Background: an optimization exercise with open tools, aiming at small area. Do not read the settings as production practice. Only simulation tests tie the RTL to the original design; equivalence was not proved. Power and IR drop assume default switching activity.

File: design/flow/config.mk
export PLATFORM = sky130hd
export DESIGN_NAME = agu_pipe_stage
export DESIGN_NICKNAME = agu_pipe_stage
export VERILOG_FILES = /design/flow/design.v
export SDC_FILE = /design/flow/constraint.sdc
export NUM_CORES = 4
export LEC_CHECK = 0
export CAP_MARGIN = 20
export CORE_MARGIN = 2
export CORE_UTILIZATION = 40
export SLEW_MARGIN = 20
File: design/flow/constraint.sdc
create_clock -name core_clock -period 5.5 [get_ports {clk}]
set_input_delay 1.1000 -clock core_clock [delete_from_list [all_inputs] [get_ports {clk}]]
set_output_delay 1.1000 -clock core_clock [all_outputs]
set_load 0.01 [all_outputs]
File: design/flow/run.sh
#!/bin/bash
# synth_recipe.tcl (not shown) runs the flow's synth.tcl, then flattens the netlist and writes it again
# the make line also repeats each setting of config.mk as NAME=value (left out here)
make -C /OpenROAD-flow-scripts/flow DESIGN_CONFIG=/design/flow/config.mk WORK_HOME=/design/flow/orfs CLKGATE_MAP_FILE= SYNTH_SCRIPT=/design/flow/synth_recipe.tcl finish
File: design/flow/design.v
package agu_pkg;
  localparam int CH_SRC1   = 0;
  localparam int CH_SRC2   = 1;
  localparam int CH_DEST   = 2;
  localparam int CANON_MSB = 47;
  typedef enum logic [1:0] {
    SCALE_1 = 2'd0,
    SCALE_2 = 2'd1,
    SCALE_4 = 2'd2,
    SCALE_8 = 2'd3
  } scale_e;
endpackage
import agu_pkg::*;
module agu_addr_calc
#(
  parameter int ADDR_W = 64,
  parameter int DISP_W = 32
) (
  input  logic              mem_access_i,
  input  logic [ADDR_W-1:0] base_i,
  input  logic [ADDR_W-1:0] index_i,
  input  logic              index_valid_i,
  input  logic [1:0]        scale_i,
  input  logic [DISP_W-1:0] disp_i,
  output logic [ADDR_W-1:0] addr_o,
  output logic              fault_o
);
  logic [1:0]        scale;
  logic [ADDR_W-1:0] scaled_index;
  logic [ADDR_W-1:0] disp_ext;
  logic [ADDR_W-1:0] sum;
  assign scale        = scale_i;
  assign scaled_index = index_valid_i ? (index_i << scale) : '0;
  assign disp_ext     = ADDR_W'($signed(disp_i));
  assign sum = base_i + scaled_index + disp_ext;
  assign addr_o = mem_access_i ? sum : '0;
  generate
    if (ADDR_W == 64) begin : g_canon
      logic [ADDR_W-1:CANON_MSB] upper;
      assign upper   = sum[ADDR_W-1:CANON_MSB];
      assign fault_o = mem_access_i & ~((&upper) | ~(|upper));
    end else begin : g_no_canon
      assign fault_o = 1'b0;
    end
  endgenerate
endmodule
import agu_pkg::*;
module agu_pipe_stage
#(
  parameter int ADDR_W    = 64,
  parameter int NUM_CH    = 3,
  parameter int DISP_W    = 32,
  parameter int PAYLOAD_W = 256,
  parameter int DEPTH     = 2
) (
  input  logic                     clk,
  input  logic                     resetN,
  input  logic                     flushIn,
  input  logic                     inValid,
  output logic                     inReady,
  input  logic [PAYLOAD_W-1:0]     inPayload,
  input  logic [NUM_CH-1:0]        inMemAccess,
  input  logic [NUM_CH*ADDR_W-1:0] inBase,
  input  logic [NUM_CH*ADDR_W-1:0] inIndex,
  input  logic [NUM_CH-1:0]        inIndexValid,
  input  logic [NUM_CH*2-1:0]      inScale,
  input  logic [NUM_CH*DISP_W-1:0] inDisp,
  output logic                     outValid,
  input  logic                     outReady,
  output logic [PAYLOAD_W-1:0]     outPayload,
  output logic [NUM_CH-1:0]        outMemAccess,
  output logic [NUM_CH*ADDR_W-1:0] outAddr,
  output logic [NUM_CH-1:0]        outFault,
  output logic [31:0]              acceptedCount
);
  localparam int PTR_W = $clog2(DEPTH);
  localparam int CNT_W = PTR_W + 1;
  localparam int ENTRY_W = PAYLOAD_W + NUM_CH + NUM_CH*ADDR_W + NUM_CH;
  typedef struct packed {
    logic [PAYLOAD_W-1:0]     payload;
    logic [NUM_CH-1:0]        mem_access;
    logic [NUM_CH*ADDR_W-1:0] addr;
    logic [NUM_CH-1:0]        fault;
  } entry_t;
  logic [ENTRY_W-1:0]       mem_q [DEPTH];
  entry_t                   push_entry;
  entry_t                   head;
  logic [NUM_CH*ADDR_W-1:0] calc_addr;
  logic [NUM_CH-1:0]        calc_fault;
  logic [PTR_W-1:0] wr_ptr_q, wr_ptr_d;
  logic [PTR_W-1:0] rd_ptr_q, rd_ptr_d;
  logic [CNT_W-1:0] count_q, count_d;
  logic [31:0]      acc_cnt_q, acc_cnt_d;
  logic             rdy_en_q;
  logic             push, pop;
  for (genvar c = 0; c < NUM_CH; c++) begin : g_ch
    agu_addr_calc #(
      .ADDR_W (ADDR_W),
      .DISP_W (DISP_W)
    ) u_calc (
      .mem_access_i   (inMemAccess[c]),
      .base_i         (inBase[c*ADDR_W +: ADDR_W]),
      .index_i        (inIndex[c*ADDR_W +: ADDR_W]),
      .index_valid_i  (inIndexValid[c]),
      .scale_i        (inScale[c*2 +: 2]),
      .disp_i         (inDisp[c*DISP_W +: DISP_W]),
      .addr_o         (calc_addr[c*ADDR_W +: ADDR_W]),
      .fault_o        (calc_fault[c])
    );
  end
  assign push_entry.payload    = inPayload;
  assign push_entry.mem_access = inMemAccess;
  assign push_entry.addr       = calc_addr;
  assign push_entry.fault      = calc_fault;
  assign inReady  = rdy_en_q & (count_q < CNT_W'(DEPTH));
  assign outValid = (count_q != '0);
  assign push     = inValid & inReady & ~flushIn;
  assign pop      = outValid & outReady & ~flushIn;
  always_comb begin
    wr_ptr_d  = wr_ptr_q;
    rd_ptr_d  = rd_ptr_q;
    count_d   = count_q;
    acc_cnt_d = acc_cnt_q;
    if (flushIn) begin
      wr_ptr_d = '0;
      rd_ptr_d = '0;
      count_d  = '0;
    end else begin
      if (push) begin
        wr_ptr_d  = wr_ptr_q + PTR_W'(1);
        acc_cnt_d = (&acc_cnt_q) ? acc_cnt_q : acc_cnt_q + 32'd1;   
      end
      if (pop) rd_ptr_d = rd_ptr_q + PTR_W'(1);
      case ({push, pop})
        2'b10:   count_d = count_q + CNT_W'(1);
        2'b01:   count_d = count_q - CNT_W'(1);
        default: count_d = count_q;
      endcase
    end
  end
  always_ff @(posedge clk or negedge resetN) begin
    if (!resetN) begin
      wr_ptr_q  <= '0;
      rd_ptr_q  <= '0;
      count_q   <= '0;
      acc_cnt_q <= '0;
      rdy_en_q  <= 1'b0;
    end else begin
      wr_ptr_q  <= wr_ptr_d;
      rd_ptr_q  <= rd_ptr_d;
      count_q   <= count_d;
      acc_cnt_q <= acc_cnt_d;
      rdy_en_q  <= 1'b1;
    end
  end
  always_ff @(posedge clk) begin
    if (push) mem_q[wr_ptr_q] <= push_entry;
  end
  assign head          = mem_q[rd_ptr_q];
  assign outPayload    = outValid ? head.payload    : '0;
  assign outMemAccess  = outValid ? head.mem_access : '0;
  assign outAddr       = outValid ? head.addr       : '0;
  assign outFault      = outValid ? head.fault      : '0;
  assign acceptedCount = acc_cnt_q;
endmodule
==> summary.txt <==
[cell usage after synthesis, types with 49 or more instances]
| master | instances | area (sq um) |
|---|---|---|
| a21oi_1 | 249 | 1250 |
| inv_1 | 56 | 210 |
| and3_1 | 153 | 957 |
| xor2_1 | 85 | 744 |
| clkbuf_1 | 199 | 747 |
| fa_1 | 192 | 3840 |
| a21o_1 | 80 | 601 |
| nand2_1 | 479 | 1800 |
| nor2_1 | 753 | 2830 |
| ha_1 | 187 | 2340 |
| and2_1 | 96 | 601 |
| o21ai_0 | 126 | 631 |
| buf_1 | 65 | 244 |
| xnor2_1 | 128 | 1120 |
| edfxtp_1 | 908 | 27300 |
| mux2i_1 | 598 | 5990 |
| nand4_1 | 65 | 407 |
| nor3_1 | 49 | 245 |
[through the flow]
| stage | TNS (ps) | hold slack [ps] | util [%] |
|---|---|---|---|
| after floorplan | -6529180 | 515 | - |
| after global placement | -21140 | 480 | 54.7 |
| after detailed placement | -21620 | 485 | 54.7 |
| after CTS | 0 | 434 | 57.2 |
| after global routing | -222 | 519 | 57.4 |
| final | 0 | 478 | 57.4 |
[layer usage]
| metal | vias to the layer above | share of wire [%] |
|---|---|---|
| met2 | 1487 | 49 |
| met5 | - | 0.070 |
| met4 | 22 | 3.9 |
| li1 | 21900 | - |
| met1 | 23000 | 40 |
| met3 | 323 | 6.4 |
[flip-flops by register name, indices dropped and copies added (netlist names)]
name	count
count_q	2
rd_ptr_q	1
acc_cnt_q	32
mem_q	908
wr_ptr_q	1
rdy_en_q	1
[path summary, 6_finish.rpt]
check,end,slack [ps],cells past startpoint
max,mem_q[0][2],140,20
min,acc_cnt_q[29],480,1
max reg2reg,acc_cnt_q[31],2190,11
min reg2reg,acc_cnt_q[30],490,1
max in group asynchronous,rd_ptr_q,4340,1
min in group core_clock,acc_cnt_q[30],490,1
[area by class of cell]
class / instances / area, sq um / area share [%]
Tap cell: 1890 / 2360 / 2.92
Inverter: 61 / 229 / 0.282
Sequential cell: 945 / 28200 / 34.8
Antenna cell: 24 / 60.1 / 0.0741
Clock buffer: 131 / 2710 / 3.35
Clock inverter: 59 / 701 / 0.864
Multi-Input combinational cell: 3687 / 27700 / 34.2
Timing Repair Buffer: 2086 / 19100 / 23.6
[worst register-to-register path, delay by kind of cell (launching register included)]
family           cells  cell delay (ps)
AND/OR/NAND/NOR     10             2630
flip-flops           1              450
XOR/XNOR             1              150
[cells by family after synthesis]
logic type	after synthesis	share of synthesized area, %
flops	945	49.7
other cells	1	0.00661
buf+inv	328	2.18
xor+xnor	213	3.29
fa+ha+maj	379	10.9
simple gates	1748	13.8
compound gates	697	7.91
mux	649	12.3
[power groups by stage]
stage | Sequential [mW] | Combinational (mW) | Clock [mW]
final | 8.43 | 9.02 | 6.98
after global routing | 8.44 | 9.77 | 7.36
after CTS | 8.43 | 8.90 | 7.11
after detailed placement | 8.58 | 8.84 | 0
after global placement | 8.57 | 8.81 | 0
after floorplan | 8.62 | 4.31 | 0
[cell usage in the layout (no fill, tap or decap), types with 14 or more instances in the layout]
cell type / count
clkdlybuf4s50_1: 1226
edfxtp_1: 908
buf_4: 814
nor2_1: 751
mux2i_1: 594
nand2_1: 478
a21oi_1: 240
fa_1: 190
ha_1: 183
and3_1: 152
xnor2_1: 125
o21ai_0: 122
clkbuf_16: 104
and2_1: 96
xor2_1: 85
a21o_1: 80
nand4_1: 65
inv_1: 55
nand3_1: 46
nor3_1: 44
o21bai_1: 41
dfrtp_1: 36
mux4_2: 35
buf_12: 32
nor2b_1: 26
clkbuf_1: 26
diode_2: 24
o211a_1: 24
o21a_1: 21
clkinv_1: 20
nand2b_1: 20
o211ai_1: 17
clkinv_2: 16
a211oi_1: 15
a31oi_1: 14
o31ai_1: 14
[timing repair]
action	4_1_cts	5_1_grt
pin swaps	0	24
endpoints found under the setup margin	6	12
setup buffers	0	7
resized for setup	4	47
==> summary.txt <==
- Pre-CTS setup slack: -1010 ps
- CTS tree: built
- Crit path buf inv count: 3
- Vias in the first global route: 47,400
- # fillers: approximately 12,000
- Clock skew: slightly above 100 ps
- CP max FO: 3
- Hpwl dp: approximately 180 mm
- Routability cong.: ~0.95
- First-pass GRT wire length: around 320 mm
- CP Class: in -> reg
- Reg-to-reg startpoint: acc_cnt_q[12]
- Register share of total power: 34.5%
- WL final: roughly 220 mm
- Final worst setup slack: around 140 ps
- Global Route met1 Usage: between 30% and 40%
- Final Power: between 20 and 25 mW
- Critical path's slowest cell: clkdlybuf4s50_1
- # rows: between 100 and 150
- Reg clk slew, reported paths: approximately 60 ps
- Avg Cell Area, Syn: approximately 11 sq um
- Final hold viol count: 0
- Sequential element share of the synthesized area: 49.7%
- Total global routing overflow: 0
- Crit path time final: 5360 ps
- Crit path cell chain: clkdlybuf4s50_1 > mux2i_1 > nand2_1 > and3_1 > fa_1 > ha_1 > a21oi_1 > o221ai_2 > buf_4 > a2111o_1 > o32a_2 > o211ai_2 > buf_4 > a21oi_1 > mux2i_1 > nor3_1 > nand4_1 > nor4_1 > nand4_1 > o311a_1
- Drt drc: 0
- Antenna violations before repair: 45
- Synth Register Bits: between 900 and 1,000
- Busiest grt layer: met2
- Delay-heaviest family, CP: compound AO/OA/AOI/OAI gates
- Power Dens Cells: ~300 nW/um^2
- Crit. End Element: register
- Clock power share: between 20% and 30%
- Initial Utilization: roughly two fifths
- Synth-to-Final Area Change: 42.9%
- Int Pwr: about 17 mW
- CP startpoint: inIndex[133]
- YS warnings: 1
- Core area: 141,000 sq um
- Syn nets: a little over 6,000
- Asr flop ratio synth: 3.92%
- Tcrit/Tclk final: 97.5%
- Net Sw Power: 7.71 mW
- Outcome: complete, no violations
- Final-stage net count: 8,017
- Design Area, Final: 81,100 sq um
- Main synth FF type: edfxtp_1
- Leakage: between 30 and 40 nW
- VDD IR max: 0.295 mV
- Antenna-violating nets left: 0
- Largest net degree at the start of global routing: 146
- Gr usage total: between 20% and 30%
- Post-synth EDFFs: 908
- Maximum root-to-sink buffer count: 3
- Share of cells above drive strength 1: between 15 and 20%
- Worst path max stage delay: between 400 and 500 ps
- H-tree levels: 3
- Syn Inst Count: about 5,000
- Max Cap Viol: 0
- Hold Crit Class: in -> async
- Critical Path RT: around 6000 ps
- Clk root buf: clkbuf_16
- Slew margin rel.: 29.5%
- DR iter-0 viols: around 3,200
- Synth unique cells: 86
- DR pass1 iterations: 5
- Die outline height: about 380 microns
- Hold buffer count at CTS: 0
- GRT met3 Usage: between 6 and 7%
- DR vias/cell: around 5.3
- Setup-failing EPs final: 0
- Skew-Pair Late Insertion Delay: between 700 and 800 ps
- Worst Max-Slew Pin Slew: 1060 ps
- Met2 Use GR: between 50% and 60%
- CTS sink cnt: about 950
- Placed Area: 77,300 sq um
- TritonCTS Buffers: 104
- Die ar.: around 140,000 sq um
- Wire length per cell: between 20 and 25 microns
- Switching share of power: about a third
- CP Launch Type: input port
- Chip width: around 380 microns
- Via Count: 46,700
- Top achievable clock speed: between 150 and 200 MHz
- # port buffers: ~1,200
- Placed Cells: ~8,700
- Non-filler cells, final: 8,883
- Crit path DAT: ~5900 ps
- Cell area after synthesis: roughly 57,000 sq um
- Max-slew violation count: 0
- Logic pwr share: 36.9%
- Ports: between 1,000 and 1,500

[port drivers added, routing unchanged]
In the flow no input, the clock included, has a driving cell. The finished layout below was timed again as built, in two steps.
Step 1 (the two cells are an assumption about what drives the block):
set clk [get_ports {clk}]
set_driving_cell -lib_cell sky130_fd_sc_hd__clkbuf_16 $clk
set_driving_cell -lib_cell sky130_fd_sc_hd__buf_2 [delete_from_list [all_inputs] $clk]
Step 2 moves the port delays by t, midway between the first and last clock arrival at a register: inputs arrive t later, outputs are due t later. That takes back most of the time a late clock gives input paths.
Slacks: no drivers / after step 1 / after step 2; pairs: no drivers / after step 1.
shift t [ns]: 0.805
setup WS [ns]: 0.139 / 0.189 / -0.616
worst hold slack (ns): 0.478 / 0.493 / 0.493
worst setup path at the end: input to register
clock arrival spread, ns: 0.106 / 0.106
Met with ideal ports but missed after step 2: setup timing in this run. The setup slack of this run moves by +0.050 ns with the drivers and by -0.755 ns with both steps.
